From an optimization exercise on the open Yosys and OpenROAD flow, aimed at small area; shortcuts taken in it are not production practice. Only simulation tests tie the RTL to the original design; equivalence was not proved. Power is estimated from default activity; no workload was simulated.

File: flow/flow/run.sh
#!/bin/bash
# The standard layout, with every port buffered by a sky130_fd_sc_hd__buf_1 instead of the
# delay buffer buffer_ports picks by default. Make's full output goes to flow_make.log here;
# each ORFS step keeps its own log under orfs/logs/.
set -euo pipefail
bash standard.sh "BUFFER_PORTS_ARGS=-buffer_cell sky130_fd_sc_hd__buf_1" finish > flow_make.log 2>&1
File: flow/standard.sh
#!/bin/bash
# synth_recipe.tcl (not shown) runs the flow's synth.tcl, then flattens the netlist and writes it again
# the make line also repeats each setting of config.mk as NAME=value (left out here)
make -C /OpenROAD-flow-scripts/flow DESIGN_CONFIG=/design/flow/config.mk WORK_HOME=/design/flow/orfs CLKGATE_MAP_FILE= SYNTH_SCRIPT=/design/flow/synth_recipe.tcl "${@:-finish}"
File: flow/config.mk
export PLATFORM = sky130hd
export DESIGN_NAME = register_bank_mux
export DESIGN_NICKNAME = register_bank_mux
export VERILOG_FILES = /design/flow/design.v
export SDC_FILE = /design/flow/constraint.sdc
export NUM_CORES = 4
export LEC_CHECK = 0
export CAP_MARGIN = 20
export CORE_MARGIN = 2
export CORE_UTILIZATION = 40
export CTS_CLUSTER_DIAMETER = 60
export CTS_CLUSTER_SIZE = 25
export SLEW_MARGIN = 20
export SYNTH_HIERARCHICAL = 1
export SYNTH_MINIMUM_KEEP_SIZE = 0
File: flow/constraint.sdc
create_clock -name core_clock -period 5.0 [get_ports {clk}]
set_input_delay 1.0000 -clock core_clock [delete_from_list [all_inputs] [get_ports {clk}]]
set_output_delay 1.0000 -clock core_clock [all_outputs]
set_load 0.01 [all_outputs]
File: flow/design.v
package register_bank_pkg;
  localparam int DEF_WIDTH = 32;
  localparam int DEF_DEPTH = 16;
  typedef enum logic {DUMP_IDLE, DUMP_RUN} dump_state_t;
endpackage
module register_bank_read_port #(
  parameter int WIDTH = 32,
  parameter int DEPTH = 16
) (
  input  logic [DEPTH-1:0]            sel_n,
  input  logic [DEPTH-1:0][WIDTH-1:0] words,
  output logic [WIDTH-1:0]            data
);
  localparam int NP = (DEPTH + 1) / 2;
  logic [DEPTH-1:0] sel_n_ext;
  logic [2*NP-1:0][WIDTH-1:0] words_ext;
  logic [2*NP-1:0] seln_ext;
  assign words_ext = {{(2*NP-DEPTH)*WIDTH{1'b1}}, words};
  assign seln_ext = {{(2*NP-DEPTH){1'b1}}, sel_n};
  for (genvar b = 0; b < WIDTH; b++) begin : g_bit
    logic [NP-1:0] t;
    for (genvar k = 0; k < NP; k++) begin : g_pair
      register_bank_pair_pos u_pair (
        .d0(words_ext[2*k][b]), .s0_n(seln_ext[2*k]),
        .d1(words_ext[2*k+1][b]), .s1_n(seln_ext[2*k+1]),
        .y_n(t[k])
      );
    end
    assign data[b] = ~|t;
  end
endmodule
module register_bank_pair_pos (
  input  logic d0,
  input  logic s0_n,
  input  logic d1,
  input  logic s1_n,
  output logic y_n
);
  assign y_n = ~((d0 | s0_n) & (d1 | s1_n));
endmodule
module register_bank_mux #(
  parameter int WIDTH = register_bank_pkg::DEF_WIDTH,
  parameter int DEPTH = register_bank_pkg::DEF_DEPTH,
  parameter bit R0_ZERO = 1'b0,
  parameter int AW = $clog2(DEPTH)
) (
  input  logic             clk,
  input  logic             reset,
  input  logic             we,
  input  logic [AW-1:0]    waddr,
  input  logic [WIDTH-1:0] wdata,
  input  logic [AW-1:0]    raddr_a,
  output logic [WIDTH-1:0] rdata_a,
  input  logic [AW-1:0]    raddr_b,
  output logic [WIDTH-1:0] rdata_b,
  input  logic             dump_start,
  output logic             dump_busy,
  output logic             dump_valid,
  input  logic             dump_ready,
  output logic [AW-1:0]    dump_addr,
  output logic [WIDTH-1:0] dump_data,
  output logic             dump_last
);
  localparam logic [AW-1:0] LAST = AW'(DEPTH - 1);
  logic [DEPTH-1:0][WIDTH-1:0] regs;
  logic [DEPTH-1:0] wen, seln_a, seln_b, seln_d;
  logic [AW-1:0] ra_q, rb_q;
  logic [WIDTH-1:0] wd, sel_data_a, sel_data_b, beat;
  logic running, start, advance, hit, hit_or_reset;
  logic [AW-1:0] ptr, ptr_nxt;
  always_comb
    for (int i = 0; i < DEPTH; i++)
      wen[i] = we && waddr == AW'(i) && !(R0_ZERO && i == 0);
  assign wd = wdata & {WIDTH{!reset}};
  always_ff @(posedge clk)
    for (int i = 0; i < DEPTH; i++)
      if (reset || wen[i]) regs[i] <= wd;
  always_ff @(posedge clk) begin
    ra_q <= raddr_a;
    rb_q <= raddr_b;
  end
  always_comb
    for (int i = 0; i < DEPTH; i++) begin
      seln_a[i] = ra_q != AW'(i);
      seln_b[i] = rb_q != AW'(i);
    end
  register_bank_read_port #(.WIDTH(WIDTH), .DEPTH(DEPTH)) u_port_a (
    .sel_n(seln_a), .words(regs), .data(sel_data_a)
  );
  register_bank_read_port #(.WIDTH(WIDTH), .DEPTH(DEPTH)) u_port_b (
    .sel_n(seln_b), .words(regs), .data(sel_data_b)
  );
  if (DEPTH == 2**AW) begin : g_full
    assign rdata_a = sel_data_a;
    assign rdata_b = sel_data_b;
  end else begin : g_part
    assign rdata_a = sel_data_a & {WIDTH{!(&seln_a)}};
    assign rdata_b = sel_data_b & {WIDTH{!(&seln_b)}};
  end
  assign start = !running && dump_start;
  assign advance = running && dump_ready && ptr != LAST;
  always_ff @(posedge clk)
    if (reset) running <= 1'b0;
    else if (!running) running <= dump_start;
    else if (dump_ready && ptr == LAST) running <= 1'b0;
  assign ptr_nxt = advance ? ptr + AW'(1) : '0;
  always_ff @(posedge clk)
    if (reset || !running || dump_ready) ptr <= reset ? '0 : ptr_nxt;
  assign hit = we && waddr == ptr_nxt && !(R0_ZERO && waddr == '0);
  assign hit_or_reset = hit || reset;
  always_comb
    for (int i = 0; i < DEPTH; i++)
      seln_d[i] = hit_or_reset || ptr_nxt != AW'(i);
  register_bank_read_port #(.WIDTH(WIDTH), .DEPTH(DEPTH)) u_beat (
    .sel_n(seln_d), .words(regs), .data(beat)
  );
  always_ff @(posedge clk)
    if (reset || start || advance) dump_data <= beat & (wd | {WIDTH{!hit_or_reset}});
  assign dump_busy = running;
  assign dump_valid = running;
  assign dump_addr = ptr;
  assign dump_last = running && ptr == LAST;
endmodule
==> results of run 1 <==
==> cells by family (layout without fill, tap and decap cells) <==
family | Yosys count | in the layout | synth area share
flip-flops | 557 | 557 | 0.675
adder cells (fa/ha/maj) | 1 | 1 | 0.000507
AND/OR/NAND/NOR | 423 | 423 | 0.101
AO/OA/AOI/OAI | 834 | 834 | 0.216
buffers and inverters | 26 | 316 | 0.00553
XOR/XNOR | 6 | 6 | 0.00213
==> cell type report <==
| type | count | area (µm²) |
|---|---|---|
| fillers | 5377 | 32700 |
| flip-flops and latches | 557 | 16600 |
| multi-input cells | 1264 | 8290 |
| repair buffers | 240 | 1320 |
| clock buffers | 41 | 1030 |
| well taps | 790 | 988 |
| clock inverters | 33 | 424 |
| inverters | 2 | 8.76 |
==> worst max-delay path: stages (launching register included) <==
cell and delay (ns):
dfxtp_1 0.51, nor2b_1 0.17, nand2_2 0.96, o22ai_1 0.21, or4_1 0.55, nor2_1 0.34
buf_1 0.21
==> state kept, by name, indices dropped and copies added (netlist names) <==
signal     flops
rb_q           4
ra_q           4
ptr            4
regs         512
dump_data     32
running        1
==> Yosys stat by module, one instance, submodules excluded, excerpt <==
module                  times used  flip-flops and latches
register_bank_pair_pos         768                       0
register_bank_mux                1                     557
==> stage by stage <==
step | instance area (µm²) | power, mW | std cells | setup WS (ns) | util
floorplan | 24700 | 6.52 | 1847 | 0.301 | -
global placement | 27100 | 7.11 | 2849 | 0.751 | 0.442
detailed placement | 27200 | 7.14 | 2852 | 0.654 | 0.443
CTS | 28700 | 10.7 | 2926 | 0.643 | 0.467
global route | 28700 | 11.0 | 2927 | 0.473 | 0.468
finish | 28700 | 10.8 | 2927 | 0.424 | 0.468
==> power groups by stage <==
| stage | registers (mW) | logic, mW | clock network, mW |
|---|---|---|---|
| 5_1_grt | 5.99 | 1.19 | 3.85 |
| 2_1_floorplan | 5.95 | 0.570 | 0 |
| 4_1_cts | 5.93 | 1.12 | 3.68 |
| 3_5_place_dp | 6.03 | 1.11 | 0 |
| 3_3_place_gp | 6.01 | 1.09 | 0 |
| 6_report | 5.95 | 1.15 | 3.67 |
==> cell usage in the layout, fill, tap and decap left out, drive strengths merged, types with 3 or more instances in the layout <==
cell type  count
nand2b         3
nand3b         4
o311a         32
buf          239
o31ai          3
clkinvlp       4
o22ai        769
inv           16
nor2b         40
nor3           4
clkbuf        42
xnor2          4
o211ai         4
clkinv        11
bufinv         4
edfxtp       548
dfxtp          9
nand2         32
nand3         20
o21ai         19
nor2         119
or4          192
==> worst paths after layout <==
check                       to  slack [ns]
setup reg to reg  dump_data[9]        0.70
hold reg to reg        running        0.66
hold / removal         rb_q[2]        0.49
setup / recovery   rdata_a[16]        0.42
==> layer usage <==
metal | wire length (µm) | up-vias | part of all wire | track usage
li1 | - | 8819 | - | -
met1 | 36500 | 10800 | 0.34 | 0.413
met2 | 47200 | 2466 | 0.44 | 0.505
met3 | 16200 | 599 | 0.15 | 0.0927
met4 | 7590 | 0 | 0.071 | 0.194
met5 | 0 | - | 0 | 0
==> impl_metrics.tcl, run 1 <==
set metrics [dict create \
    run_status "no timing/DRC/antenna violations" \
    whs_ns 0.489 \
    insertion_delay_ns 0.62 \
    period_minus_slack_ns 4.58 \
    worst_pin_slew_ns 1.31 \
    synth_area_per_cell_um2 13.4 \
    clockPowerShare 0.341 \
    synth-async-reset-ratio 0 \
    crit_arrival_ns 3.58 \
    portBuffers 151 \
    hpwl_mm 61.2 \
    synth_ff_type "edfxtp_1" \
    grt_pass1_wl_mm 150 \
    ios 152 \
    critPathRequiredTime_ns 4.00 \
    dr.pass1.iters 9 \
    cts.sinks 557 \
    rsz0062_at_grt "no" \
    yosys.area.top_type "edfxtp_1" \
    crit_type "reg -> out" \
    route.detailed.drc 0 \
    root_buffer "clkbuf_16" \
    die_x_um 252 \
    die_h_um 252 \
    max-vdd-ir-drop_uv 273 \
    antenna_left 0 \
    cts_buffer_depth 3 \
    rr_startpoint "ptr[0]" \
    clkSlewWorstSetupHoldPaths_ns 0.08 \
    p_leak_nw 9.77 \
    relSlewSlack 0.125 \
    slew_viol_final 0 \
    rows 91 \
    cp-end-kind "primary output" \
    via_count 22700 \
    postSynthNetCount 1897 \
    drive_gt1_frac 0.0997 \
    fmax_mhz 219 \
    grt_max_degree 50 \
    ys_top_cells_by_count "769 x o22ai_1, 548 x edfxtp_1, 192 x or4_1" \
    cell_internal_pwr_mw 7.77 \
    area_delta_synth_final_pct 16.4 \
    finalSetupViolCount 0 \
    yosysWarnings 7 \
    sw_frac_of_total 0.279 \
    track_usage 0.328 \
    synth_top_area_share 0.667 \
    hold_depth 1 \
    antenna_found_initial 0 \
    clock-skew-final_ns 0.0302 \
    synthesis.instances 1847 \
    overflow 0 \
    drtIter0Drc 4595 \
    final.period_utilization 0.915 \
    postCtsSetupBuffers 0 \
    h-tree-depth 2 \
    cap_violations 0 \
    dieArea_um2 63700 \
    r2r_cells 12 \
    hold_buffers 0 \
    yosysSeqAreaShare 0.675 \
    cts_tree "yes" \
    min_path_type "in -> reg" \
    totalWireLength_mm 108 \
    post_cts_resized 0 \
    core_um2 61400 \
    p_switching_mw 3.01 \
    cp_max_fo 32 \
    pwr-share-comb 0.107 \
    antenna_cells 0 \
    ys_ff_latch 557 \
    first_global_vias 21300 \
    synth.most_common_cell "o22ai_1" \
    final_hold_viol_count 0 \
    start_util 0.402 \
    viasPerCell 7.75 \
    synth_area_um2 24700 \
    pwr-share-seq 0.552 \
    cts_buffers 40 \
    synth.distinct_cells 36 \
    nets 2155 \
    worstSetupStartpoint "ra_q[2]" \
    wl_per_cell_um 36.7 \
    p_per_area_nw_per_um2 376 \
    worst_setup_path_start_kind "flip-flop" \
    netlist_top_cells_area "edfxtp_1 67%, o22ai_1 20%, or4_1 5.8%, nor2_1 1.8%, o311a_1 1.3%" \
    worstHoldStart "raddr_b[2]" \
    synth_edf_count 548 \
    gp_congestion 0.933 \
    setup-tns-final_ns 0 \
]
==> inputs of run 2 (changes only) <==
--- a/flow/config.mk
+++ b/flow/config.mk
@@ -7,9 +7,10 @@
 export LEC_CHECK = 0
 export CAP_MARGIN = 20
 export CORE_MARGIN = 2
-export CORE_UTILIZATION = 40
+export CORE_UTILIZATION = 60
 export CTS_CLUSTER_DIAMETER = 60
 export CTS_CLUSTER_SIZE = 25
+export PLACE_DENSITY = 0.8
 export SLEW_MARGIN = 20
 export SYNTH_HIERARCHICAL = 1
 export SYNTH_MINIMUM_KEEP_SIZE = 0
==> impl_metrics.tcl, run 2 <==
set metrics [dict create \
    grt_pass1_wl_mm 144 \
    ys_top_cells_by_count "769 x o22ai_1, 548 x edfxtp_1, 192 x or4_1" \
    critPathMaxStageDelay_ns 0.68 \
    wl_per_cell_um 38.2 \
    netlist_top_cells_area "edfxtp_1 67%, o22ai_1 20%, or4_1 5.8%, nor2_1 1.8%, o311a_1 1.3%" \
    synthesis.instances 1847 \
    dr_wl_met3_mm 21.1 \
    die_x_um 207 \
    final_hold_viol_count 0 \
    yosysSeqAreaShare 0.675 \
    postCtsSetupBuffers 0 \
    period_minus_slack_ns 4.53 \
    start_util 0.605 \
    final_common_cell "o22ai_1" \
    root_buffer "clkbuf_16" \
    hpwl_mm 56.5 \
    reg_top3 "regs: 512 flops, dump_data: 32 flops" \
    rr_startpoint "ptr[0]" \
    clock-skew-final_ns 0.0243 \
    wl_met2_mm 41.2 \
    nets 2157 \
    area_delta_synth_final_pct 14.1 \
    post_cts_resized 0 \
    synth_area_um2 24700 \
    crit_type "reg -> out" \
    critPathRequiredTime_ns 4.00 \
    ios 152 \
    pwr-share-seq 0.584 \
    critPathMostFrequentCell "nor2_1" \
    ys_ff_latch 557 \
    max-vdd-ir-drop_uv 261 \
    synth_area_per_cell_um2 13.4 \
    antenna_found_initial 2 \
    dr.pass1.iters 12 \
    antenna_cells 0 \
    final.period_utilization 0.906 \
    critical_path.cell_chain "nor2_1 > nand3_2 > buf_4 > o22ai_1 > or4_1 > nor2_1 > buf_1" \
    finalPower_mw 10.2 \
    worstHoldStart "raddr_a[1]" \
    p_switching_mw 2.83 \
    portBuffers 151 \
    antenna_left 0 \
    h-tree-depth 2 \
    top_layer_used "met5" \
    synth_edf_count 548 \
    clockPowerShare 0.304 \
    cell_internal_pwr_mw 7.37 \
    drive_gt1_frac 0.0939 \
    run_status "no timing/DRC/antenna violations" \
    rows 74 \
    pwr-share-comb 0.112 \
    whs_ns 0.490 \
    first_global_vias 22300 \
    synth.distinct_cells 36 \
    largest_reg_flops 512 \
    track_usage 0.472 \
    sw_frac_of_total 0.277 \
    cp_slowest_cell "nand3_2" \
    synth_top_area_share 0.667 \
    cap_violations 0 \
    top_register "regs" \
    via_count 23800 \
    synth_ff_type "edfxtp_1" \
    slew_viol_final 0 \
    viasPerCell 8.93 \
    grt_max_degree 50 \
    crit_arrival_ns 3.53 \
    core_um2 40700 \
    p_leak_nw 9.67 \
    cp_max_fo 21 \
    setup-tns-final_ns 0 \
    cts.sinks 557 \
    final_cell_area_um2 28100 \
    die_h_um 207 \
    synth.most_common_cell "o22ai_1" \
    finalSetupViolCount 0 \
    postLayoutCoreUtil 0.691 \
    min_path_type "in -> reg" \
    totalWireLength_mm 102 \
    insertion_delay_ns 0.61 \
    hold_buffers 0 \
    worstSetupStartpoint "ra_q[3]" \
    relSlewSlack 0.174 \
    yosys.area.top_type "edfxtp_1" \
    worst_pin_slew_ns 1.24 \
    synth-async-reset-ratio 0 \
    fmax_mhz 221 \
    clkSlewWorstSetupHoldPaths_ns 0.08 \
    worst_setup_path_start_kind "flip-flop" \
    dieArea_um2 42700 \
    yosysWarnings 7 \
    dpl_cell_area_um2 26900 \
    overflow 0 \
    cts_buffers 36 \
    met1Wirelength_mm 29.8 \
    gp_congestion 0.958 \
    p_per_area_nw_per_um2 363 \
    postSynthNetCount 1897 \
    cts_buffer_depth 3 \
    layout_common_cells "769 x o22ai_1, 548 x edfxtp_1, 192 x or4_1, 150 x buf_1, 119 x nor2_1" \
    rsz0062_at_grt "no" \
    route.detailed.drc 0 \
    drtIter0Drc 7054 \
    cts_tree "yes" \
    cp-end-kind "primary output" \
]
-- run 2: changes by cell type in the layout (fill, tap and decap cells not counted), sizes merged --
cell | previous run | this run
inv | 16 | 11
buf | 239 | 245
clkbuf | 42 | 38
bufinv | 4 | 0
clkinvlp | 4 | 2
clkinv | 11 | 12
-- run 2: layout make-up --
cell class / count / area, µm²
timing repair buffer: 246 / 1400
inverter: 2 / 7.51
sequential: 557 / 16600
clock inverter: 23 / 218
tap: 532 / 666
fill: 2714 / 12600
multi-input combinational: 1264 / 8280
clock buffer: 37 / 926
-- run 2: critical path: cells and delay by family (launching register included) --
family	cells	cell delay, ns
AND/OR/NAND/NOR	4	1.58
buffers and inverters	2	0.68
flip-flops	1	0.53
AO/OA/AOI/OAI	1	0.14
-- run 2: kinds of logic (layout without fill, tap and decap cells) --
| group | Yosys count | after routing | synth area share |
|---|---|---|---|
| XOR/XNOR | 6 | 6 | 0.00213 |
| AND/OR/NAND/NOR | 423 | 423 | 0.101 |
| adder cells (fa/ha/maj) | 1 | 1 | 0.000507 |
| buffers and inverters | 26 | 308 | 0.00553 |
| flip-flops | 557 | 557 | 0.675 |
| AO/OA/AOI/OAI | 834 | 834 | 0.216 |
-- run 2: worst paths after layout --
check | to | slack (ns) | cells past startpoint
max | rdata_a[2] | 0.47 | 7
max reg2reg | dump_data[29] | 0.68 | 11
min reg2reg | running | 0.67 | 2
min | ra_q[1] | 0.49 | 1
-- run 2: through the flow --
step	worst slack, ns	instances
2_1_floorplan	0.301	1847
3_3_place_gp	0.732	2594
3_5_place_dp	0.720	2596
4_1_cts	0.687	2656
5_1_grt	0.562	2661
6_report	0.472	2661
-- run 2: power by group through the flow --
stage,sequential (mW),clock [mW],combinational [mW]
detailed placement,6.03,0,1.06
global placement,5.99,0,1.04
finish,5.96,3.10,1.14
floorplan,5.95,0,0.570
global route,5.98,3.24,1.16
CTS,5.93,3.06,1.07
-- run 2: modules after synthesis, one instance, submodules excluded, excerpt --
module	cell area, µm²	flops+latches	times used	cells
register_bank_mux	18100	557	1	791
register_bank_pair_pos	6.26	0	768	1
-- run 2: per-layer routing --
metal  GRT usage  up-vias
met5      0.0196        -
met4       0.302        8
met2       0.665     3325
met3       0.241     1017
li1            -     8795
met1       0.574    10600
==> inputs of run 3 (changes only) <==
--- a/flow/config.mk
+++ b/flow/config.mk
@@ -8,8 +8,8 @@
 export CAP_MARGIN = 20
 export CORE_MARGIN = 2
 export CORE_UTILIZATION = 60
-export CTS_CLUSTER_DIAMETER = 60
-export CTS_CLUSTER_SIZE = 25
+export CTS_CLUSTER_DIAMETER = 80
+export CTS_CLUSTER_SIZE = 30
 export PLACE_DENSITY = 0.8
 export SLEW_MARGIN = 20
 export SYNTH_HIERARCHICAL = 1
==> impl_metrics.tcl, run 3 <==
set metrics [dict create \
    cts_tree "yes" \
    synth_ff_type "edfxtp_1" \
    placed_cells 2596 \
    cap_violations 0 \
    antenna_left 0 \
    hpwl_mm 56.5 \
    core_um2 40700 \
    final_common_cell "o22ai_1" \
    drive_gt1_frac 0.0901 \
    synth-async-reset-ratio 0 \
    rsz0062_at_grt "no" \
    worst_setup_path_start_kind "flip-flop" \
    grt_max_degree 50 \
    via_count 23900 \
    clock-skew-final_ns 0.0210 \
    netlist_top_cells_area "edfxtp_1 67%, o22ai_1 20%, or4_1 5.8%, nor2_1 1.8%, o311a_1 1.3%" \
    root_buffer "clkbuf_16" \
    period_minus_slack_ns 4.62 \
    p_leak_nw 9.58 \
    yosys.area.top_type "edfxtp_1" \
    reg_top3 "regs: 512 flops, dump_data: 32 flops" \
    synth_top_area_share 0.667 \
    area_delta_synth_final_pct 13.5 \
    totalWireLength_mm 102 \
    largest_reg_flops 512 \
    drtIter0Drc 6902 \
    p_per_area_nw_per_um2 358 \
    synth.distinct_cells 36 \
    h-tree-depth 1 \
    portBuffers 151 \
    viasPerCell 9.02 \
    top_register "regs" \
    hold_buffers 0 \
    ys_top_cells_by_count "769 x o22ai_1, 548 x edfxtp_1, 192 x or4_1" \
    nets 2147 \
    cts.sinks 557 \
    run_status "no timing/DRC/antenna violations" \
    yosysWarnings 7 \
    die_h_um 207 \
    cp_max_fo 32 \
    start_util 0.605 \
    insertion_delay_ns 0.64 \
    synth.most_common_cell "o22ai_1" \
    gp_congestion 0.958 \
    synth_area_um2 24700 \
    wl_per_cell_um 38.5 \
    fmax_mhz 216 \
    crit_type "reg -> out" \
    overflow 0 \
    postSynthNetCount 1897 \
    finalPower_mw 10.0 \
    cts_buffers 28 \
    clkSlewWorstSetupHoldPaths_ns 0.11 \
    fin_cells 2654 \
    post_cts_resized 0 \
    antenna_found_initial 4 \
    critPathRequiredTime_ns 4.00 \
    postCtsSetupBuffers 0 \
    slew_viol_final 0 \
    dpl_cell_area_um2 26900 \
    ys_ff_latch 557 \
    cts_buffer_depth 3 \
    synth_area_per_cell_um2 13.4 \
    min_path_type "in -> reg" \
    rows 74 \
    multi_input_area_um2 8280 \
    final_cell_area_um2 28000 \
    final_hold_viol_count 0 \
    route.detailed.drc 0 \
    n_fill_cell 2724 \
    synthesis.instances 1847 \
    yosysSeqAreaShare 0.675 \
    synth_edf_count 548 \
    grt_pass1_wl_mm 144 \
    cp-end-kind "primary output" \
    dr.pass1.iters 10 \
    die_x_um 207 \
    final.period_utilization 0.925 \
    dieArea_um2 42700 \
    finalSetupViolCount 0 \
    ios 152 \
    crit_arrival_ns 3.62 \
    layout_common_cells "769 x o22ai_1, 548 x edfxtp_1, 192 x or4_1, 150 x buf_1, 119 x nor2_1" \
    worst_pin_slew_ns 1.34 \
    max-vdd-ir-drop_uv 251 \
    first_global_vias 22300 \
    setup-tns-final_ns 0 \
    seq_area_um2 16600 \
    relSlewSlack 0.108 \
    track_usage 0.470 \
]
==> run 3: cell counts after synthesis <==
No cell type changed its count.
==> run 3: final cells by class <==
cell class              instances  share of cell area
flip-flops and latches        557               0.594
clock inverters                22              0.0104
well taps                     532              0.0238
inverters                       2            0.000268
clock buffers                  30              0.0261
multi-input cells            1264               0.296
repair buffers                244              0.0487
diodes                          3            0.000268
==> run 3: path summary, 6_finish.rpt <==
path                                  from  slack [ns]  cells past startpoint            end
worst max-delay path               rb_q[0]        0.38                      6    rdata_b[22]
worst min-delay path            raddr_a[1]        0.45                      1        ra_q[1]
worst max register to register      ptr[0]        0.68                     11  dump_data[29]
worst min register to register     running        0.68                      2        running
==> run 3: through the flow <==
| step | setup slack, ns | util | hold WS [ns] |
|---|---|---|---|
| 2_1_floorplan | 0.301 | - | 0.641 |
| 6_report | 0.375 | 0.687 | 0.450 |
| 4_1_cts | 0.620 | 0.685 | 0.455 |
| 3_3_place_gp | 0.732 | 0.658 | 0.657 |
| 3_5_place_dp | 0.720 | 0.660 | 0.657 |
| 5_1_grt | 0.471 | 0.687 | 0.454 |
==> run 3: kinds of logic (layout without fill, tap and decap cells) <==
group | Yosys count | count (layout) | share of synthesized area
AOI/OAI and AO/OA | 834 | 834 | 0.216
xor gates and xnor gates | 6 | 6 | 0.00213
adders and majority gates | 1 | 1 | 0.000507
buffers and inverters | 26 | 298 | 0.00553
DFF | 557 | 557 | 0.675
other | 0 | 3 | 0
and+or+nand+nor | 423 | 423 | 0.101
==> run 3: report_power, final <==
group	leakage (nW)	switching, mW	internal (mW)
clock	0.488	1.66	1.26
combinational	3.67	0.797	0.348
sequential	5.42	0.347	5.61
total	9.58	2.80	7.21
==> run 3: layer usage <==
metal / track usage / vias up / share of wire
li1: - / 8787 / -
met1: 0.582 / 10900 / 0.30
met2: 0.670 / 3326 / 0.41
met3: 0.216 / 961 / 0.20
met4: 0.295 / 8 / 0.089
met5: 0.0115 / - / 0.0011
==> run 3: Yosys stat by module (local to each module, per instance), a selection <==
module / times used / area (µm²)
register_bank_mux: 1 / 18100
register_bank_pair_pos: 768 / 6.26
==> run 3: critical path: stages, from the launching register on <==
cell and delay, ns:
dfxtp_1 0.51, nor2b_1 0.40, nand3_2 1.07, o22ai_1 0.55, or4_1 0.22, nor2_1 0.08, buf_1 0.13
==> inputs of run 4 (changes only) <==
==> flow/run.sh (new file) <==
#!/bin/bash
# synth_recipe.tcl (not shown) runs the flow's synth.tcl, then flattens the netlist and writes it again
# the make line also repeats each setting of config.mk as NAME=value (left out here)
make -C /OpenROAD-flow-scripts/flow DESIGN_CONFIG=/design/flow/config.mk WORK_HOME=/design/flow/orfs CLKGATE_MAP_FILE= SYNTH_SCRIPT=/design/flow/synth_recipe.tcl finish
--- a/flow/config.mk
+++ b/flow/config.mk
@@ -7,10 +7,9 @@
 export LEC_CHECK = 0
 export CAP_MARGIN = 20
 export CORE_MARGIN = 2
-export CORE_UTILIZATION = 60
-export CTS_CLUSTER_DIAMETER = 80
-export CTS_CLUSTER_SIZE = 30
-export PLACE_DENSITY = 0.8
+export CORE_UTILIZATION = 40
+export CTS_CLUSTER_DIAMETER = 60
+export CTS_CLUSTER_SIZE = 25
 export SLEW_MARGIN = 20
 export SYNTH_HIERARCHICAL = 1
 export SYNTH_MINIMUM_KEEP_SIZE = 0
removed: flow/flow/run.sh
removed: flow/standard.sh
==> impl_metrics.tcl, run 4 <==
set metrics [dict create \
    h-tree-depth 2 \
    largest_reg_flops 512 \
    synth_top_area_share 0.667 \
    synth_area_um2 24700 \
    p_leak_nw 10.3 \
    relSlewSlack 0.271 \
    cts_buffer_depth 3 \
    final.period_utilization 0.973 \
    cts_tree "yes" \
    cp_max_fo 12 \
    synth_area_per_cell_um2 13.4 \
    r2r_slack_ns 1.13 \
    min_path_type "reg -> reg" \
    clkSlewWorstSetupHoldPaths_ns 0.08 \
    hold_buffers 0 \
    cell_internal_pwr_mw 7.90 \
    postSynthNetCount 1897 \
    setup-tns-final_ns 0 \
    layout_common_cells "769 x o22ai_1, 548 x edfxtp_1, 192 x or4_1, 150 x clkdlybuf4s50_1, 119 x nor2_1" \
    synth_fa_ha_area_frac 0.000507 \
    ys_top_cells_by_count "769 x o22ai_1, 548 x edfxtp_1, 192 x or4_1" \
    viasPerCell 7.70 \
    die_x_um 252 \
    drive_gt1_frac 0.104 \
    n_fill_cell 5155 \
    run_status "no timing/DRC/antenna violations" \
    dr.pass1.iters 10 \
    yosysSeqAreaShare 0.675 \
    rows 91 \
    insertion_delay_ns 0.60 \
    grt_max_degree 50 \
    sw_frac_of_total 0.273 \
    overflow 0 \
    ios 152 \
    dieArea_um2 63700 \
    clockPowerShare 0.330 \
    totalWireLength_mm 107 \
    route.detailed.drc 0 \
    period_minus_slack_ns 4.87 \
    via_count 22700 \
    portBuffers 151 \
    netlist_top_cells_area "edfxtp_1 67%, o22ai_1 20%, or4_1 5.8%, nor2_1 1.8%, o311a_1 1.3%" \
    clock-skew-final_ns 0.0207 \
    rsz0062_at_grt "no" \
    synth_top_family_by_area "compound AO/OA/AOI/OAI gates" \
    pwr-share-seq 0.546 \
    root_buffer "clkbuf_16" \
    synth_ff_type "edfxtp_1" \
    first_global_vias 21700 \
    grt_pass1_wl_mm 149 \
    cts_buffers 41 \
    core_um2 61400 \
    max-vdd-ir-drop_uv 222 \
    area_delta_synth_final_pct 21.2 \
    synthXorXnorAreaFrac 0.00213 \
    reg_top3 "regs: 512 flops, dump_data: 32 flops" \
    finalSetupViolCount 0 \
    crit_type "reg -> out" \
    yosys.area.top_type "edfxtp_1" \
    p_per_area_nw_per_um2 364 \
    critPathRequiredTime_ns 4.00 \
    antenna_found_initial 2 \
    cts.sinks 557 \
    synth_simple_gate_area_share 0.101 \
    p_switching_mw 2.97 \
    pwr-share-comb 0.124 \
    synthesis.instances 1847 \
    synth.most_common_cell "o22ai_1" \
    top_register "regs" \
    drtIter0Drc 4563 \
    ys_ff_latch 557 \
    nets 2175 \
    worst_setup_path_start_kind "flip-flop" \
    die_h_um 252 \
    cp-end-kind "primary output" \
    whs_ns 0.691 \
    start_util 0.402 \
    final_common_cell "o22ai_1" \
    post_cts_resized 0 \
    antenna_left 0 \
    track_usage 0.325 \
    postCtsSetupBuffers 0 \
    worst_pin_slew_ns 1.09 \
    wl_per_cell_um 36.2 \
    muxShareOfSynthArea 0 \
    fmax_mhz 206 \
    gp_congestion 0.908 \
    synth_edf_count 548 \
    synth_compound_area_frac 0.216 \
    cap_violations 0 \
    slew_viol_final 0 \
    hpwl_mm 60.3 \
    yosysWarnings 7 \
    synth-async-reset-ratio 0 \
    crit_arrival_ns 3.87 \
    finalPower_mw 10.9 \
    final_hold_viol_count 0 \
    synth.distinct_cells 36 \
]
## run 4: stage by stage
step	setup slack (ns)	instance area, µm²	cells	util
after floorplan	0.301	24700	1847	-
after global placement	0.605	28500	2871	0.464
after detailed placement	0.601	28500	2871	0.464
after CTS	0.245	29900	2944	0.487
after global routing	0.104	29900	2945	0.487
final	0.134	29900	2947	0.487
## run 4: cell type report
class,instances,area [µm²],area share
Tap cell,790,988,0.0331
Antenna cell,2,5.00,0.000167
Clock inverter,27,353,0.0118
Timing Repair Buffer,259,2580,0.0863
Clock buffer,46,1040,0.0349
Sequential cell,557,16600,0.557
Inverter,2,7.51,0.000251
Multi-Input combinational cell,1264,8280,0.277
## run 4: power by group through the flow
stage | Clock (mW) | Sequential [mW] | Combinational (mW)
3_5_place_dp | 0 | 6.02 | 1.31
4_1_cts | 3.60 | 5.91 | 1.31
2_1_floorplan | 0 | 5.95 | 0.570
3_3_place_gp | 0 | 6.00 | 1.29
5_1_grt | 3.75 | 5.98 | 1.38
6_report | 3.59 | 5.93 | 1.35
## run 4: final timing paths
kind                start            to  depth (start not counted)
setup / recovery  rb_q[2]    rdata_b[7]                          7
hold / removal    running       running                          2
setup reg to reg   ptr[0]  dump_data[8]                         11
hold reg to reg   running       running                          2
## run 4: logic make-up (layout without fill, tap and decap cells)
group | count (synthesis) | in the layout
AO/OA/AOI/OAI | 834 | 834
XOR/XNOR | 6 | 6
adder cells (fa/ha/maj) | 1 | 1
buffers and inverters | 26 | 334
flip-flops | 557 | 557
other | 0 | 2
AND/OR/NAND/NOR | 423 | 423
## run 4: Yosys stat by module, one instance, submodules excluded, a selection
module / area (µm²) / cells inside / copies in the design
register_bank_pair_pos: 6.26 / 1 / 768
register_bank_mux: 18100 / 791 / 1
## run 4: critical path, cell delays in order, from the launching register on
cell and delay (ns):
dfxtp_1 0.52, nor2_1 0.16, nand2_1 0.68, buf_4 0.38
o22ai_1 0.12, or4_1 0.54, nor2_1 0.25, clkdlybuf4s50_1 0.59
## run 4: layer usage
metal  wire length (µm)  global-route usage  up-vias
li1                   -                   -     8851
met1              36200               0.404    10800
met2              47000               0.501     2400
met3              15500              0.0874      648
met4               8100               0.209        0
met5                  0                   0        -
==> inputs of run 5 (changes only) <==
==> flow/flow/run.sh (new file) <==
#!/bin/bash
# The standard layout, with two changes: every port is buffered by a sky130_fd_sc_hd__buf_1
# instead of the delay buffer buffer_ports picks by default, and clock tree synthesis adds no
# dummy loads. Make's full output goes to flow_make.log here; each ORFS step keeps its own
# log under orfs/logs/.
set -euo pipefail
bash standard.sh \
  "BUFFER_PORTS_ARGS=-buffer_cell sky130_fd_sc_hd__buf_1" \
  "CTS_ARGS=-sink_clustering_enable -repair_clock_nets -sink_clustering_size 25 -sink_clustering_max_diameter 60 -dont_use_dummy_load" \
  finish > flow_make.log 2>&1
==> flow/standard.sh (new file) <==
#!/bin/bash
# synth_recipe.tcl (not shown) runs the flow's synth.tcl, then flattens the netlist and writes it again
# the make line also repeats each setting of config.mk as NAME=value (left out here)
make -C /OpenROAD-flow-scripts/flow DESIGN_CONFIG=/design/flow/config.mk WORK_HOME=/design/flow/orfs CLKGATE_MAP_FILE= SYNTH_SCRIPT=/design/flow/synth_recipe.tcl "${@:-finish}"
--- a/flow/config.mk
+++ b/flow/config.mk
@@ -7,9 +7,10 @@
 export LEC_CHECK = 0
 export CAP_MARGIN = 20
 export CORE_MARGIN = 2
-export CORE_UTILIZATION = 40
+export CORE_UTILIZATION = 60
 export CTS_CLUSTER_DIAMETER = 60
 export CTS_CLUSTER_SIZE = 25
+export PLACE_DENSITY = 0.8
 export SLEW_MARGIN = 20
 export SYNTH_HIERARCHICAL = 1
 export SYNTH_MINIMUM_KEEP_SIZE = 0
removed: flow/run.sh
==> impl_metrics.tcl, run 5 <==
set metrics [dict create \
    run_status "no timing/DRC/antenna violations" \
    overflow 0 \
    multi_input_area_um2 8280 \
    synth_area_um2 24700 \
    synth.most_common_cell "o22ai_1" \
    r2r_slack_ns 0.67 \
    whs_ns 0.501 \
    cts_tree "yes" \
    cts_buffer_depth 3 \
    worst_pin_slew_ns 1.37 \
    final_cell_area_um2 27800 \
    insertion_delay_ns 0.61 \
    clkSlewWorstSetupHoldPaths_ns 0.06 \
    finalSetupViolCount 0 \
    grt_pass1_wl_mm 143 \
    yosysWarnings 7 \
    min_path_type "in -> reg" \
    ios 152 \
    critPathMaxStageDelay_ns 1.08 \
    seq_area_um2 16600 \
    critical_path.cell_chain "nor2b_1 > nand3_2 > o22ai_1 > or4_1 > nor2_1 > buf_1" \
    viasPerCell 8.94 \
    drive_gt1_frac 0.0837 \
    postSynthNetCount 1897 \
    rsz0062_at_grt "no" \
    largest_reg_flops 512 \
    clock-skew-final_ns 0.0404 \
    root_buffer "clkbuf_16" \
    yosys.area.top_type "edfxtp_1" \
    layout_common_cells "769 x o22ai_1, 548 x edfxtp_1, 192 x or4_1, 150 x buf_1, 119 x nor2_1" \
    hold_buffers 0 \
    portBuffers 151 \
    crit_arrival_ns 3.57 \
    n_fill_cell 2764 \
    dr.pass1.iters 13 \
    postCtsSetupBuffers 0 \
    rows 74 \
    antenna_left 0 \
    cp_max_fo 32 \
    ys_ff_latch 557 \
    postLayoutCoreUtil 0.683 \
    final_common_cell "o22ai_1" \
    nets 2154 \
    die_h_um 207 \
    synth_edf_count 548 \
    p_per_area_nw_per_um2 354 \
    drtIter0Drc 6730 \
    route.detailed.drc 0 \
    worst_setup_path_start_kind "flip-flop" \
    post_cts_resized 0 \
    totalWireLength_mm 102 \
    critPathRequiredTime_ns 4.00 \
    synth_ff_type "edfxtp_1" \
    synthesis.instances 1847 \
    gp_congestion 0.958 \
    synth_top_area_share 0.667 \
    final.period_utilization 0.914 \
    cp_slowest_cell "nand3_2" \
    h-tree-depth 2 \
    crit_type "reg -> out" \
    synth_area_per_cell_um2 13.4 \
    track_usage 0.471 \
    cts_buffers 36 \
    hpwl_mm 56.5 \
    first_global_vias 22300 \
    dieArea_um2 42700 \
    ys_top_cells_by_count "769 x o22ai_1, 548 x edfxtp_1, 192 x or4_1" \
    top_register "regs" \
    wl_per_cell_um 38.6 \
    final_hold_viol_count 0 \
    cap_violations 0 \
    antenna_found_initial 2 \
    synth-async-reset-ratio 0 \
    dpl_cell_area_um2 26900 \
    setup-tns-final_ns 0 \
    period_minus_slack_ns 4.57 \
    synth.distinct_cells 36 \
    p_leak_nw 9.52 \
    cts.sinks 557 \
    area_delta_synth_final_pct 12.9 \
    relSlewSlack 0.0845 \
    netlist_top_cells_area "edfxtp_1 67%, o22ai_1 20%, or4_1 5.8%, nor2_1 1.8%, o311a_1 1.3%" \
    grt_max_degree 50 \
    die_x_um 207 \
    core_um2 40700 \
    fmax_mhz 219 \
    cp-end-kind "primary output" \
    slew_viol_final 0 \
    via_count 23600 \
    reg_top3 "regs: 512 flops, dump_data: 32 flops" \
    start_util 0.605 \
    max-vdd-ir-drop_uv 246 \
    yosysSeqAreaShare 0.675 \
]
-- run 5: area by class of cell --
cell class | count | area share
well taps | 532 | 0.0239
clock buffers | 36 | 0.0324
inverters | 2 | 0.000270
multi-input cells | 1264 | 0.298
diodes | 1 | 0.0000899
flip-flops and latches | 557 | 0.598
repair buffers | 243 | 0.0480
-- run 5: cells by family after synthesis --
| logic type | Yosys count | synth area share |
|---|---|---|
| AO/OA/AOI/OAI | 834 | 0.216 |
| XOR/XNOR | 6 | 0.00213 |
| adder cells (fa/ha/maj) | 1 | 0.000507 |
| buffers and inverters | 26 | 0.00553 |
| flip-flops | 557 | 0.675 |
| AND/OR/NAND/NOR | 423 | 0.101 |
-- run 5: modules after synthesis (local to each module, per instance), a selection --
module                  copies in the design  flops+latches
register_bank_mux                          1            557
register_bank_pair_pos                   768              0
-- run 5: power breakdown --
part / internal [mW] / leakage (nW) / switching [mW]
registers: 5.61 / 5.42 / 0.344
clock network: 1.28 / 0.444 / 1.48
logic: 0.347 / 3.66 / 0.791
total: 7.24 / 9.52 / 2.62
-- run 5: path summary, 6_finish.rpt --
kind,cells past startpoint,to,from
max,6,rdata_a[17],ra_q[3]
min reg2reg,2,running,running
min,1,ra_q[1],raddr_a[1]
max reg2reg,11,dump_data[29],ptr[0]
-- run 5: through the flow --
| stage | cells | setup WS [ns] | power [mW] |
|---|---|---|---|
| after floorplan | 1847 | 0.301 | 6.52 |
| after global placement | 2594 | 0.732 | 7.03 |
| after detailed placement | 2596 | 0.720 | 7.09 |
| after CTS | 2632 | 0.708 | 9.71 |
| after global routing | 2634 | 0.559 | 10.0 |
| final | 2635 | 0.428 | 9.86 |
-- run 5: routing by layer --
layer / GRT usage / wire length [µm]
met5: 0.0242 / 180
met4: 0.301 / 9680
met3: 0.228 / 20600
met2: 0.665 / 41200
met1: 0.577 / 29900
-- run 5: critical path, delay by kind of cell (launching register included) --
family	cells	cell delay, ns
AOI/OAI and AO/OA	1	0.58
buffers and inverters	1	0.14
DFF	1	0.53
and+or+nand+nor	4	1.71
==> inputs of run 6 (changes only) <==
--- a/flow/flow/run.sh
+++ b/flow/flow/run.sh
@@ -6,5 +6,5 @@
 set -euo pipefail
 bash standard.sh \
   "BUFFER_PORTS_ARGS=-buffer_cell sky130_fd_sc_hd__buf_1" \
-  "CTS_ARGS=-sink_clustering_enable -repair_clock_nets -sink_clustering_size 25 -sink_clustering_max_diameter 60 -dont_use_dummy_load" \
+  "CTS_ARGS=-sink_clustering_enable -repair_clock_nets -sink_clustering_size 30 -sink_clustering_max_diameter 80 -dont_use_dummy_load" \
   finish > flow_make.log 2>&1
==> impl_metrics.tcl, run 6 <==
set metrics [dict create \
    synth.distinct_cells 36 \
    area_delta_synth_final_pct 12.2 \
    totalWireLength_mm 102 \
    reg_top3 "regs: 512 flops, dump_data: 32 flops" \
    synth_area_per_cell_um2 13.4 \
    die_h_um 207 \
    netlist_top_cells_area "edfxtp_1 67%, o22ai_1 20%, or4_1 5.8%, nor2_1 1.8%, o311a_1 1.3%" \
    max-vdd-ir-drop_uv 257 \
    pwr-share-seq 0.628 \
    cts_buffers 28 \
    rr_startpoint "ptr[0]" \
    final_common_cell "o22ai_1" \
    layout_common_cells "769 x o22ai_1, 548 x edfxtp_1, 192 x or4_1, 150 x buf_1, 119 x nor2_1" \
    nets 2148 \
    dpl_cell_area_um2 26900 \
    synth_area_um2 24700 \
    cts.sinks 557 \
    yosys.area.top_type "edfxtp_1" \
    cell_internal_pwr_mw 6.95 \
    first_global_vias 22300 \
    r2r_cells 11 \
    postLayoutCoreUtil 0.679 \
    worst_pin_slew_ns 1.31 \
    largest_reg_flops 512 \
    cts_buffer_depth 3 \
    clkSlewWorstSetupHoldPaths_ns 0.10 \
    track_usage 0.465 \
    slew_viol_final 0 \
    insertion_delay_ns 0.63 \
    yosysSeqAreaShare 0.675 \
    core_um2 40700 \
    rows 74 \
    cts_tree "yes" \
    crit_type "reg -> out" \
    relSlewSlack 0.130 \
    final.period_utilization 0.908 \
    gp_congestion 0.958 \
    min_path_type "in -> reg" \
    clock-skew-final_ns 0.0451 \
    overflow 0 \
    viasPerCell 8.98 \
    fmax_mhz 220 \
    rsz0062_at_grt "no" \
    run_status "no timing/DRC/antenna violations" \
    wl_per_cell_um 38.7 \
    r2r-end "dump_data[29]" \
    post_cts_resized 0 \
    worstSetupStartpoint "rb_q[0]" \
    critPathCapture "rdata_b[22]" \
    critPathRequiredTime_ns 4.00 \
    r2r_slack_ns 0.76 \
    synth-async-reset-ratio 0 \
    whs_ns 0.475 \
    sw_frac_of_total 0.267 \
    worst_setup_path_start_kind "flip-flop" \
    route.detailed.drc 0 \
    synth_ff_type "edfxtp_1" \
    setup-tns-final_ns 0 \
    synth.most_common_cell "o22ai_1" \
    antenna_found_initial 0 \
    hpwl_mm 56.5 \
    via_count 23600 \
    drive_gt1_frac 0.0811 \
    cp_max_fo 32 \
    ios 152 \
    hold_buffers 0 \
    ys_top_cells_by_count "769 x o22ai_1, 548 x edfxtp_1, 192 x or4_1" \
    drtIter0Drc 6870 \
    dieArea_um2 42700 \
    finalSetupViolCount 0 \
    postSynthNetCount 1897 \
    die_x_um 207 \
    h-tree-depth 1 \
    p_switching_mw 2.54 \
    cp-end-kind "primary output" \
    synthesis.instances 1847 \
    final_cell_area_um2 27700 \
    synth_top_area_share 0.667 \
    p_leak_nw 9.44 \
    portBuffers 151 \
    period_minus_slack_ns 4.54 \
    p_per_area_nw_per_um2 343 \
    postCtsSetupBuffers 0 \
    synth_edf_count 548 \
    yosysWarnings 7 \
    dr.pass1.iters 12 \
    grt_max_degree 50 \
    clockPowerShare 0.252 \
    pwr-share-comb 0.121 \
    ys_ff_latch 557 \
    root_buffer "clkbuf_16" \
    crit_arrival_ns 3.54 \
    antenna_left 0 \
    top_register "regs" \
    cap_violations 0 \
    start_util 0.605 \
    final_hold_viol_count 0 \
    grt_pass1_wl_mm 142 \
]
[run 6: worst min path at each step]
stage | from | end | slack, ns | cells past startpoint
after floorplan | running | running | 0.64 | 2
after global placement | running | running | 0.66 | 2
after detailed placement | running | running | 0.66 | 2
after CTS | raddr_a[0] | ra_q[0] | 0.48 | 1
after global routing | raddr_b[3] | rb_q[3] | 0.48 | 1
final | raddr_a[0] | ra_q[0] | 0.47 | 1
[run 6: per-stage QoR]
step / setup WS, ns / power [mW] / instances
after floorplan: 0.301 / 6.52 / 1847
after global placement: 0.732 / 7.03 / 2594
final: 0.458 / 9.49 / 2630
after detailed placement: 0.720 / 7.09 / 2596
after CTS: 0.673 / 9.35 / 2624
after global routing: 0.512 / 9.65 / 2628
[run 6: kinds of logic after synthesis]
kind of cell | Yosys count | synth area share
compound gates | 834 | 0.216
flops | 557 | 0.675
xor+xnor | 6 | 0.00213
simple gates | 423 | 0.101
fa+ha+maj | 1 | 0.000507
buf+inv | 26 | 0.00553
[run 6: critical path, cell delays in order, from the launching register on]
cell and delay [ns]:
dfxtp_1 0.51, nor2b_1 0.39, nand3_2 1.04, o22ai_1 0.54, or4_1 0.21, nor2_1 0.07, buf_1 0.13
[run 6: metal layers]
layer  up-vias  wire length, µm  share of wire  global-route usage
met2      3343            41500           0.41               0.665
li1       8741                -              -                   -
met4         0             9650          0.095               0.295
met3       972            20900           0.21               0.216
met1     10600            29600           0.29               0.572
met5         -                0              0             0.00806
[run 6: per-module statistics from Yosys, one instance, submodules excluded, excerpt]
| module | times used | cell area (µm²) |
|---|---|---|
| register_bank_mux | 1 | 18100 |
| register_bank_pair_pos | 768 | 6.26 |
[run 6: cell type report]
cell class                 instances  area (µm²)
timing repair buffer             245        1370
sequential                       557       16600
tap                              532         666
multi-input combinational       1264        8280
antenna                            2        5.00
clock buffer                      28         701
inverter                           2        7.51
fill                            2774       13100
[run 6: power by group through the flow]
stage	Clock [mW]	Combinational, mW	Sequential, mW
2_1_floorplan	0	0.570	5.95
3_3_place_gp	0	1.04	5.99
3_5_place_dp	0	1.06	6.03
4_1_cts	2.35	1.07	5.92
5_1_grt	2.51	1.16	5.98
6_report	2.39	1.14	5.95
==> inputs of run 7 (changes only) <==
--- a/flow/design.v
+++ b/flow/design.v
@@ -38,6 +38,17 @@
 );
   assign y_n = ~((d0 | s0_n) & (d1 | s1_n));
 endmodule
+module register_bank_hold #(
+  parameter int WIDTH = 32
+) (
+  input  logic             en,
+  input  logic             en_n,
+  input  logic [WIDTH-1:0] w,
+  input  logic [WIDTH-1:0] q,
+  output logic [WIDTH-1:0] d
+);
+  assign d = (w & {WIDTH{en}}) | (q & {WIDTH{en_n}});
+endmodule
 module register_bank_mux #(
   parameter int WIDTH = register_bank_pkg::DEF_WIDTH,
   parameter int DEPTH = register_bank_pkg::DEF_DEPTH,
@@ -62,19 +73,23 @@
   output logic             dump_last
 );
   localparam logic [AW-1:0] LAST = AW'(DEPTH - 1);
-  logic [DEPTH-1:0][WIDTH-1:0] regs;
-  logic [DEPTH-1:0] wen, seln_a, seln_b, seln_d;
+  logic [DEPTH-1:0][WIDTH-1:0] regs, regs_nxt;
+  logic [DEPTH-1:0] wen, ld, keep, seln_a, seln_b, seln_d;
   logic [AW-1:0] ra_q, rb_q;
-  logic [WIDTH-1:0] wd, sel_data_a, sel_data_b, beat;
-  logic running, start, advance, hit, hit_or_reset;
+  logic [WIDTH-1:0] sel_data_a, sel_data_b, beat, dump_nxt;
+  logic running, start, advance, beat_ld;
   logic [AW-1:0] ptr, ptr_nxt;
   always_comb
     for (int i = 0; i < DEPTH; i++)
       wen[i] = we && waddr == AW'(i) && !(R0_ZERO && i == 0);
-  assign wd = wdata & {WIDTH{!reset}};
-  always_ff @(posedge clk)
-    for (int i = 0; i < DEPTH; i++)
-      if (reset || wen[i]) regs[i] <= wd;
+  assign ld = wen & {DEPTH{!reset}};
+  assign keep = ~(wen | {DEPTH{reset}});
+  for (genvar i = 0; i < DEPTH; i++) begin : g_reg
+    register_bank_hold #(.WIDTH(WIDTH)) u_hold (
+      .en(ld[i]), .en_n(keep[i]), .w(wdata), .q(regs[i]), .d(regs_nxt[i])
+    );
+  end
+  always_ff @(posedge clk) regs <= regs_nxt;
   always_ff @(posedge clk) begin
     ra_q <= raddr_a;
     rb_q <= raddr_b;
@@ -106,16 +121,17 @@
   assign ptr_nxt = advance ? ptr + AW'(1) : '0;
   always_ff @(posedge clk)
     if (reset || !running || dump_ready) ptr <= reset ? '0 : ptr_nxt;
-  assign hit = we && waddr == ptr_nxt && !(R0_ZERO && waddr == '0);
-  assign hit_or_reset = hit || reset;
   always_comb
     for (int i = 0; i < DEPTH; i++)
-      seln_d[i] = hit_or_reset || ptr_nxt != AW'(i);
+      seln_d[i] = ptr_nxt != AW'(i);
   register_bank_read_port #(.WIDTH(WIDTH), .DEPTH(DEPTH)) u_beat (
-    .sel_n(seln_d), .words(regs), .data(beat)
+    .sel_n(seln_d), .words(regs_nxt), .data(beat)
   );
-  always_ff @(posedge clk)
-    if (reset || start || advance) dump_data <= beat & (wd | {WIDTH{!hit_or_reset}});
+  assign beat_ld = reset || start || advance;
+  register_bank_hold #(.WIDTH(WIDTH)) u_beat_hold (
+    .en(beat_ld), .en_n(!beat_ld), .w(beat), .q(dump_data), .d(dump_nxt)
+  );
+  always_ff @(posedge clk) dump_data <= dump_nxt;
   assign dump_busy = running;
   assign dump_valid = running;
   assign dump_addr = ptr;
==> impl_metrics.tcl, run 7 <==
set metrics [dict create \
    run_status "no timing/DRC/antenna violations" \
    top_register "regs" \
    h-tree-depth 1 \
    ios 152 \
    antenna_left 0 \
    worstHoldStart "raddr_a[3]" \
    final_hold_viol_count 0 \
    hold_depth 1 \
    critPathRequiredTime_ns 4.00 \
    hpwl_mm 65.1 \
    critical_path.cell_chain "nor2_1 > nand3_2 > buf_4 > o22ai_1 > or4_1 > nor2_1 > buf_1" \
    crit_arrival_ns 3.54 \
    fin_cells 3107 \
    wl_per_cell_um 37.5 \
    synth_area_um2 24500 \
    nets 2627 \
    via_count 28400 \
    synth-async-reset-ratio 0 \
    r2r_slack_ns 0.99 \
    setup-tns-final_ns 0 \
    p_switching_mw 2.38 \
    p_per_area_nw_per_um2 309 \
    largest_reg_flops 512 \
    whs_ns 0.444 \
    route.detailed.drc 0 \
    critPathMaxStageDelay_ns 0.63 \
    r2r-end "dump_data[15]" \
    die_h_um 206 \
    critPathCapture "rdata_a[26]" \
    cp_max_fo 19 \
    dieArea_um2 42500 \
    finalPower_mw 8.24 \
    cts_buffers 27 \
    viasPerCell 9.13 \
    postCtsSetupBuffers 0 \
    worst_pin_slew_ns 1.32 \
    cts_buffer_depth 3 \
    relSlewSlack 0.121 \
    start_util 0.604 \
    dr.pass1.iters 13 \
    finalSetupViolCount 0 \
    core_um2 40600 \
    p_leak_nw 10.9 \
    die_x_um 206 \
    rsz0062_at_grt "no" \
    worst_setup_path_start_kind "flip-flop" \
    final_cell_area_um2 26700 \
    hold_buffers 0 \
    worstSetupStartpoint "ra_q[0]" \
    synth.distinct_cells 33 \
    reg_top3 "regs: 512 flops, dump_data: 32 flops" \
    pwr-share-seq 0.559 \
    synth.most_common_cell "o22ai_1" \
    fmax_mhz 220 \
    rows 74 \
    postSynthNetCount 2453 \
    antenna_found_initial 0 \
    track_usage 0.524 \
    grt_pass1_wl_mm 167 \
    final_common_cell "o22ai_1" \
    yosysWarnings 7 \
    synth_top_area_share 0.452 \
    final.period_utilization 0.908 \
    cp_slowest_cell "nand3_2" \
    portBuffers 151 \
    n_fill_cell 3258 \
    clkSlewWorstSetupHoldPaths_ns 0.11 \
    ys_top_cells_by_count "768 x o22ai_1, 553 x dfxtp_1, 510 x a22o_1" \
    ys_ff_latch 557 \
    layout_common_cells "768 x o22ai_1, 553 x dfxtp_1, 510 x a22o_1, 192 x or4_1, 150 x buf_1" \
    antenna_cells 0 \
    min_path_type "in -> reg" \
    critPathMostFrequentCell "nor2_1" \
    cell_internal_pwr_mw 5.86 \
    synth_edf_count 4 \
    rr_startpoint "ptr[0]" \
    synthesis.instances 2403 \
    drive_gt1_frac 0.0854 \
    gp_congestion 0.996 \
    post_cts_resized 0 \
    root_buffer "clkbuf_16" \
    area_delta_synth_final_pct 8.75 \
    slew_viol_final 0 \
    cap_violations 0 \
    totalWireLength_mm 116 \
    sw_frac_of_total 0.289 \
    overflow 0 \
    cts.sinks 557 \
    yosys.area.top_type "dfxtp_1" \
    first_global_vias 27000 \
    pwr-share-comb 0.146 \
    crit_type "reg -> out" \
    synth_ff_type "dfxtp_1" \
    clockPowerShare 0.295 \
    period_minus_slack_ns 4.54 \
    placed_cells 3077 \
    clock-skew-final_ns 0.0463 \
    max-vdd-ir-drop_uv 221 \
    netlist_top_cells_area "dfxtp_1 45%, o22ai_1 20%, a22o_1 18%, or4_1 5.9%, buf_6 4.7%" \
    cp-end-kind "primary output" \
    grt_max_degree 33 \
    synth_area_per_cell_um2 10.2 \
    insertion_delay_ns 0.64 \
    dpl_cell_area_um2 25900 \
    drtIter0Drc 7276 \
    cts_tree "yes" \
    r2r_cells 9 \
    yosysSeqAreaShare 0.457 \
]
## run 7: changes by cell type in the layout (fill, tap and decap cells not counted), sizes merged, moves of 4 or more
cell,previous run,this run
dfxtp,9,553
nor2,119,123
buf,244,251
o211ai,4,0
a22o,0,544
a21oi,2,12
o311a,32,0
nor2b,40,13
o21ai,19,0
nand3b,4,0
edfxtp,548,4
## run 7: per-stage QoR
step | utilization | setup slack [ns]
floorplan | - | 1.66
global placement | 0.637 | 0.878
detailed placement | 0.639 | 0.774
CTS | 0.655 | 0.748
global route | 0.657 | 0.566
finish | 0.657 | 0.459
## run 7: how the worst min path moves through the flow
stage	end	slack [ns]
finish	ra_q[3]	0.44
global route	ra_q[3]	0.45
CTS	ra_q[3]	0.46
detailed placement	dump_data[17]	0.46
global placement	dump_data[17]	0.47
floorplan	regs[127]	0.49
## run 7: critical path: cells and delay by family, from the launching register on
kind            cells  cell delay, ns
flops               1            0.52
buf+inv             2            0.64
simple gates        4            1.56
compound gates      1            0.15
## run 7: layout make-up
type                    instances  area [µm²]  area share
multi-input cells            1736       12600       0.472
flip-flops and latches        557       11200       0.420
inverters                       3        11.3    0.000422
clock buffers                  27         676      0.0253
well taps                     532         666      0.0250
repair buffers                252        1540      0.0579
## run 7: layer usage
| layer | GRT usage | part of all wire | vias to the layer above |
|---|---|---|---|
| met5 | 0.0286 | 0.0010 | - |
| met4 | 0.385 | 0.095 | 4 |
| met3 | 0.252 | 0.20 | 1144 |
| met2 | 0.706 | 0.38 | 3658 |
| met1 | 0.641 | 0.33 | 12900 |
| li1 | - | - | 10600 |
## run 7: logic make-up after synthesis
group	count (synthesis)	synth area share
adder cells (fa/ha/maj)	1	0.000510
XOR/XNOR	3	0.00138
buffers and inverters	110	0.0483
AND/OR/NAND/NOR	399	0.0949
AO/OA/AOI/OAI	1333	0.398
flip-flops	557	0.457
## run 7: power by group through the flow
stage               Clock, mW  Combinational (mW)  Sequential [mW]
finish                   2.44                1.20             4.61
floorplan                   0               0.620             4.69
detailed placement          0                1.10             4.70
CTS                      2.37                1.10             4.60
global route             2.52                1.21             4.61
global placement            0                1.08             4.70
## run 7: modules after synthesis (local to each module, per instance), a selection
module	times used	cells	flops+latches
register_bank_mux	1	701	557
register_bank_pair_pos	768	1	0
==> inputs of run 8 (changes only) <==
--- a/flow/config.mk
+++ b/flow/config.mk
@@ -7,10 +7,10 @@
 export LEC_CHECK = 0
 export CAP_MARGIN = 20
 export CORE_MARGIN = 2
-export CORE_UTILIZATION = 60
+export CORE_UTILIZATION = 65
 export CTS_CLUSTER_DIAMETER = 60
 export CTS_CLUSTER_SIZE = 25
-export PLACE_DENSITY = 0.8
+export PLACE_DENSITY = 0.9
 export SLEW_MARGIN = 20
 export SYNTH_HIERARCHICAL = 1
 export SYNTH_MINIMUM_KEEP_SIZE = 0
==> impl_metrics.tcl, run 8 <==
set metrics [dict create \
    drive_gt1_frac 0.0812 \
    hpwl_mm 64.1 \
    grt_pass1_wl_mm 162 \
    synth_ff_type "dfxtp_1" \
    gp_congestion 1.03 \
    rsz0062_at_grt "no" \
    overflow 0 \
    postCtsSetupBuffers 0 \
    clkSlewWorstSetupHoldPaths_ns 0.08 \
    hold_buffers 0 \
    cp_slowest_cell "nand3_2" \
    track_usage 0.545 \
    wl_per_cell_um 36.2 \
    rows 71 \
    seq_area_um2 11200 \
    critical_path.cell_chain "nor2b_1 > nand3_2 > o22ai_1 > or4_1 > nor2_1 > buf_1" \
    ys_top_cells_by_count "768 x o22ai_1, 553 x dfxtp_1, 510 x a22o_1" \
    viasPerCell 9.28 \
    first_global_vias 27500 \
    h-tree-depth 1 \
    synth_area_per_cell_um2 10.2 \
    p_leak_nw 10.8 \
    portBuffers 151 \
    final_common_cell "o22ai_1" \
    clock-skew-final_ns 0.0415 \
    final.period_utilization 0.907 \
    synth_top_area_share 0.452 \
    relSlewSlack 0.177 \
    reg_top3 "regs: 512 flops, dump_data: 32 flops" \
    p_per_area_nw_per_um2 307 \
    route.detailed.drc 0 \
    n_fill_cell 2809 \
    layout_common_cells "768 x o22ai_1, 553 x dfxtp_1, 510 x a22o_1, 192 x or4_1, 150 x buf_1" \
    multi_input_area_um2 12500 \
    cap_violations 0 \
    insertion_delay_ns 0.62 \
    totalWireLength_mm 112 \
    synthesis.instances 2403 \
    start_util 0.655 \
    crit_arrival_ns 3.53 \
    ios 152 \
    grt_max_degree 33 \
    final_hold_viol_count 0 \
    run_status "no timing/DRC/antenna violations" \
    netlist_top_cells_area "dfxtp_1 45%, o22ai_1 20%, a22o_1 18%, or4_1 5.9%, buf_6 4.7%" \
    synth.most_common_cell "o22ai_1" \
    synth_area_um2 24500 \
    postSynthNetCount 2453 \
    synth-async-reset-ratio 0 \
    post_cts_resized 0 \
    ys_ff_latch 557 \
    cp_max_fo 32 \
    root_buffer "clkbuf_16" \
    worst_pin_slew_ns 1.23 \
    critPathRequiredTime_ns 4.00 \
    yosysWarnings 7 \
    cts.sinks 557 \
    largest_reg_flops 512 \
    die_x_um 198 \
    dieArea_um2 39300 \
    max-vdd-ir-drop_uv 298 \
    cp-end-kind "primary output" \
    dr.pass1.iters 13 \
    crit_type "reg -> out" \
    nets 2625 \
    cts_buffer_depth 3 \
    finalPower_mw 8.11 \
    area_delta_synth_final_pct 7.83 \
    via_count 28700 \
    core_um2 37400 \
    die_h_um 198 \
    setup-tns-final_ns 0 \
    synth_edf_count 4 \
    yosysSeqAreaShare 0.457 \
    fmax_mhz 221 \
    synth.distinct_cells 33 \
    worst_setup_path_start_kind "flip-flop" \
    finalSetupViolCount 0 \
    min_path_type "reg -> reg" \
    r2r_slack_ns 1.09 \
    slew_viol_final 0 \
    antenna_left 0 \
    yosys.area.top_type "dfxtp_1" \
    cts_buffers 25 \
    top_register "regs" \
    cts_tree "yes" \
    drtIter0Drc 7792 \
    antenna_found_initial 5 \
    critPathMaxStageDelay_ns 0.98 \
    period_minus_slack_ns 4.53 \
]
## run 8: cell types whose count changed in the layout (fill, tap and decap cells not counted)
cell and change:
buf_12 -1, buf_16 -4, buf_4 +5, clkbuf_16 -2, diode_2 +2, nand2_1 -1, nand2_2 +1, nand3_1 +10
nand3_2 -12, nand3_4 +2, nor2_2 +6, nor2_4 -6
## run 8: path summary, 6_finish.rpt
path / startpoint / depth (start not counted) / end
min: dump_data[18] / 1 / dump_data[18]
max: rb_q[1] / 6 / rdata_b[27]
min reg2reg: dump_data[18] / 1 / dump_data[18]
max reg2reg: ptr[0] / 9 / dump_data[27]
## run 8: cell families after synthesis
| group | Yosys count | synth area share |
|---|---|---|
| flip-flops | 557 | 0.457 |
| AND/OR/NAND/NOR | 399 | 0.0949 |
| XOR/XNOR | 3 | 0.00138 |
| adder cells (fa/ha/maj) | 1 | 0.000510 |
| AO/OA/AOI/OAI | 1333 | 0.398 |
| buffers and inverters | 110 | 0.0483 |
## run 8: cell type report
cell class | instances | share of cell area
clock buffers | 25 | 0.0237
multi-input cells | 1736 | 0.473
inverters | 3 | 0.000426
flip-flops and latches | 557 | 0.423
repair buffers | 252 | 0.0549
well taps | 511 | 0.0242
diodes | 2 | 0.000189
## run 8: Yosys stat by module (local to each module, per instance), a selection
module | flip-flops and latches | cell area [µm²] | times used | cells inside
register_bank_mux | 557 | 11900 | 1 | 701
register_bank_pair_pos | 0 | 6.26 | 768 | 1
## run 8: per-layer routing
layer	wire length (µm)	global-route usage	vias to the layer above
li1	-	-	10600
met1	35000	0.638	12900
met2	41800	0.732	3731
met3	22200	0.288	1409
met4	12600	0.441	6
met5	100	0.0179	-
## run 8: worst max-delay path: cells and delay by family (launching register included)
family	cells	cell delay, ns
compound gates	1	0.50
simple gates	4	1.75
buf+inv	1	0.14
flops	1	0.55
## run 8: power by group
| group | leakage, nW | switching, mW | internal (mW) |
|---|---|---|---|
| sequential | 4.52 | 0.0855 | 4.52 |
| clock | 0.308 | 1.42 | 0.898 |
| combinational | 6.01 | 0.820 | 0.371 |
| total | 10.8 | 2.32 | 5.79 |
## run 8: metrics by stage
step	utilization	setup WS, ns	instance area (µm²)	cells	hold slack (ns)
after floorplan	-	1.66	24500	2403	0.486
after global placement	0.689	0.863	25800	3058	0.458
after detailed placement	0.689	0.822	25800	3058	0.465
after CTS	0.705	0.508	26400	3083	0.489
after global routing	0.707	0.559	26400	3084	0.499
final	0.707	0.467	26400	3086	0.494

re-timing with driven ports:
How much do the figures lean on ideal ports? The routed layouts below were timed once more, with nothing changed but the port constraints.
Step 1: set_driving_cell puts a clkbuf_16 on clk and a buf_2 on each other input, an assumption about the parent block.
Step 2 adds t to the input delays and takes it off the output delays; t is the mean of the earliest and latest rising clock arrival at the registers after step 1. Input paths then give back, and output paths get back, about the clock's delay inside the block.
a / b / c = ideal / step 1 / step 2; a / b = the first two.
run | t, ns | setup slack, ns | worst hold slack (ns) | worst data-port slew with drivers (ns) | cell pins on the clock port's net
run 1 | 0.663 | 0.424 / 0.362 / 0.480 | 0.489 / 0.448 / 0.665 | 0.04 | 1
run 2 | 0.659 | 0.472 / 0.412 / 0.470 | 0.490 / 0.455 / 0.672 | 0.06 | 1
run 3 | 0.679 | 0.375 / 0.321 / 0.487 | 0.450 / 0.420 / 0.683 | 0.05 | 1
run 4 | 0.655 | 0.134 / 0.073 / 0.551 | 0.691 / 0.691 / 0.691 | 0.05 | 1
run 5 | 0.645 | 0.428 / 0.374 / 0.440 | 0.501 / 0.471 / 0.676 | 0.05 | 1
run 6 | 0.661 | 0.458 / 0.402 / 0.535 | 0.475 / 0.442 / 0.672 | 0.06 | 1
run 7 | 0.671 | 0.459 / 0.399 / 0.525 | 0.444 / 0.409 / 0.491 | 0.11 | 1
run 8 | 0.651 | 0.467 / 0.410 / 0.618 | 0.494 / 0.471 / 0.494 | 0.09 | 1
After both steps setup and hold are still met in every run listed. For run 2, which loses most, drivers alone change the setup slack by -0.060 ns; drivers and shift together by -0.002 ns.
